This design comes from an exercise in tuning for a short achievable clock period and few clock cycles on the open sky130 flow, not from production work.
Only simulation tests tie the RTL to the original design; equivalence was not proved.
Power and IR drop assume default switching activity.

## cpu4_mc_datapath
module cpu4_mc_datapath #(
    parameter logic [31:0] RESET_PC        = 32'h0000_0000,
    parameter bit          HALT_ON_ILLEGAL = 1'b1,
    parameter int          NREGS           = 32
) (
    input  logic        clk,
    input  logic        resetn,
    output logic        mem_req,
    output logic        mem_we,
    output logic [31:0] mem_addr,
    output logic [31:0] mem_wdata,
    input  logic [31:0] mem_rdata,
    input  logic        mem_ready,
    output logic [31:0] pc,
    output logic [3:0]  state,
    output logic        halted
);
    localparam logic [5:0] OP_R = 6'h00, OP_J = 6'h02, OP_BEQ = 6'h04,
                           OP_ADDI = 6'h08, OP_LW = 6'h23, OP_SW = 6'h2B;
    localparam logic [5:0] F_ADD = 6'h20, F_SUB = 6'h22, F_AND = 6'h24,
                           F_OR = 6'h25, F_SLT = 6'h2A;
    logic [31:0] rf [1:31];
    logic [31:0] pc_r;           
    logic        req_r, halt_r;
    logic [31:0] btgt_r, jt_r;
    logic [7:0]  mlo_r;          
    logic        m_c8;           
    logic        s_m, s_t, s_j, s_p;
    logic        s_b;            
    logic        x_mem, x_sw, x_ld, x_wen, x_agen;
    logic [15:0] x_imm;
    logic        x_sub, x_and, x_or, x_slt;
    logic [4:0]  x_dst;
    logic [31:0] a, b;
    logic [5:0]  d_op, d_fn;
    logic [4:0]  d_rs, d_rt, d_rd;
    logic        d_r, d_addi, d_lw, d_sw, d_beq, d_j, d_ill;
    logic [31:0] d_simm;
    assign d_op   = mem_rdata[31:26];
    assign d_fn   = mem_rdata[5:0];
    assign d_rs   = mem_rdata[25:21];
    assign d_rt   = mem_rdata[20:16];
    assign d_rd   = mem_rdata[15:11];
  ...
Size in the first run: about 140 I/O pins, roughly 66000 µm² of cells after synthesis.
==> flow/config.mk <==
export PLATFORM = sky130hd
export DESIGN_NAME = cpu4_mc_datapath
export DESIGN_NICKNAME = cpu4_mc_datapath
export VERILOG_FILES = /design/flow/design.v
export SDC_FILE = /design/flow/constraint.sdc
export NUM_CORES = 4
export LEC_CHECK = 0
export CAP_MARGIN = 20
export CORE_MARGIN = 2
export CORE_UTILIZATION = 30
export PLACE_DENSITY = 0.4
export SETUP_SLACK_MARGIN = 5
export SLEW_MARGIN = 20
export SYNTH_HIERARCHICAL = 1
==> flow/constraint.sdc <==
create_clock -name core_clock -period 10.0 [get_ports {clk}]
set_input_delay 2.0000 -clock core_clock [delete_from_list [all_inputs] [get_ports {clk}]]
set_output_delay 2.0000 -clock core_clock [all_outputs]
set_load 0.01 [all_outputs]
standard.sh (not shown) runs the stock make flow with config.mk's settings and CLKGATE_MAP_FILE= SYNTH_SCRIPT=/design/flow/synth_recipe.tcl, a recipe that flattens the netlist after the stock synthesis.
==> flow/flow/run.sh <==
#!/bin/bash
# Layout flow: the standard flow (standard.sh), run unchanged for
# synthesis, then for the layout with one change: the input and output port
# buffers are plain buf_4 cells (the resizer may still size them), where the
# default port buffering picks delay cells (clkdlybuf4s50, dlygate) that add
# about 0.3 ns to every path through a port. Each step's full output is kept
# in a log file in this folder.
set -euo pipefail
bash standard.sh synth > synth.log 2>&1
bash standard.sh "BUFFER_PORTS_ARGS=-buffer_cell sky130_fd_sc_hd__buf_4" finish > layout.log 2>&1
test -s out/final.def
The baseline completed with no timing, DRC or antenna violations.
Testbench counts at the start, summed over its fixed seeds: cycles 24,774.
Next try:
Settings changed: CORE_UTILIZATION 30 to 45, PLACE_DENSITY 0.4 to 0.6.
What happened: Wire length shrinks by 12%; total power shrinks by 4.8%; design area shrinks by 2.3%; synthesized area does not change; clock skew shrinks by 19 ps; clock power shrinks by 8.4%; via count grows by 1.6%; fmax grows by 3.1%; worst hold slack stays flat; non-clock buffer count shrinks by 31; global-route usage grows by 8.2 points.
Next try:
==> flow/run.sh (new file) <==
#!/bin/bash
# synth_recipe.tcl (not shown) runs the flow's synth.tcl, then flattens the netlist and writes it again
# the make line also repeats each setting of config.mk as NAME=value (left out here)
make -C /OpenROAD-flow-scripts/flow DESIGN_CONFIG=/design/flow/config.mk WORK_HOME=/design/flow/orfs CLKGATE_MAP_FILE= SYNTH_SCRIPT=/design/flow/synth_recipe.tcl finish
Settings changed: CORE_UTILIZATION 45 to 30, PLACE_DENSITY 0.6 to 0.4.
removed: flow/flow/run.sh
removed: flow/standard.sh
Utilization drops by 16 points.
Sequential power climbs by about 2%.
Wire length climbs by about 12%.
Global-route usage drops by 8.8 points.
Cell area climbs by 2.9%.
Total power climbs by about 4%.

## static timing again, ports no longer ideal
The flow's constraints put no driver on any port. The routed layouts listed below were extracted and timed again, unchanged, in two steps. Step 1 sets driving cells, clkbuf_16 on the clock port and buf_2 on the other inputs (assumed; they add their load-dependent delay and slew). Step 2, shift: input delay + t, output delay - t, t = (earliest + latest rising clock arrival at the registers) / 2. This alone moves slack from input paths to output paths. Slacks: ideal ports / drivers / drivers and shift; pairs: ideal ports / drivers.
| run | shift t [ns] | slack for setup (ns) | slew at the worst register clock pin (ns) | worst slew at a driven data input, ns | cell pins on the clock port's net |
|---|---|---|---|---|---|
| the first run | 0.896 | 4.550 / 4.464 / 4.275 | 0.06 / 0.06 | 0.07 | 1 |
| the second run | 0.865 | 4.712 / 4.638 / 4.255 | 0.07 / 0.07 | 0.07 | 1 |
| the third run | 0.905 | 4.511 / 4.421 / 4.185 | 0.06 / 0.06 | 0.11 | 1 |
After both steps setup and hold are still met in every run listed. For the second run, which loses most, drivers alone change the setup slack by -0.074 ns; drivers and shift together by -0.457 ns.
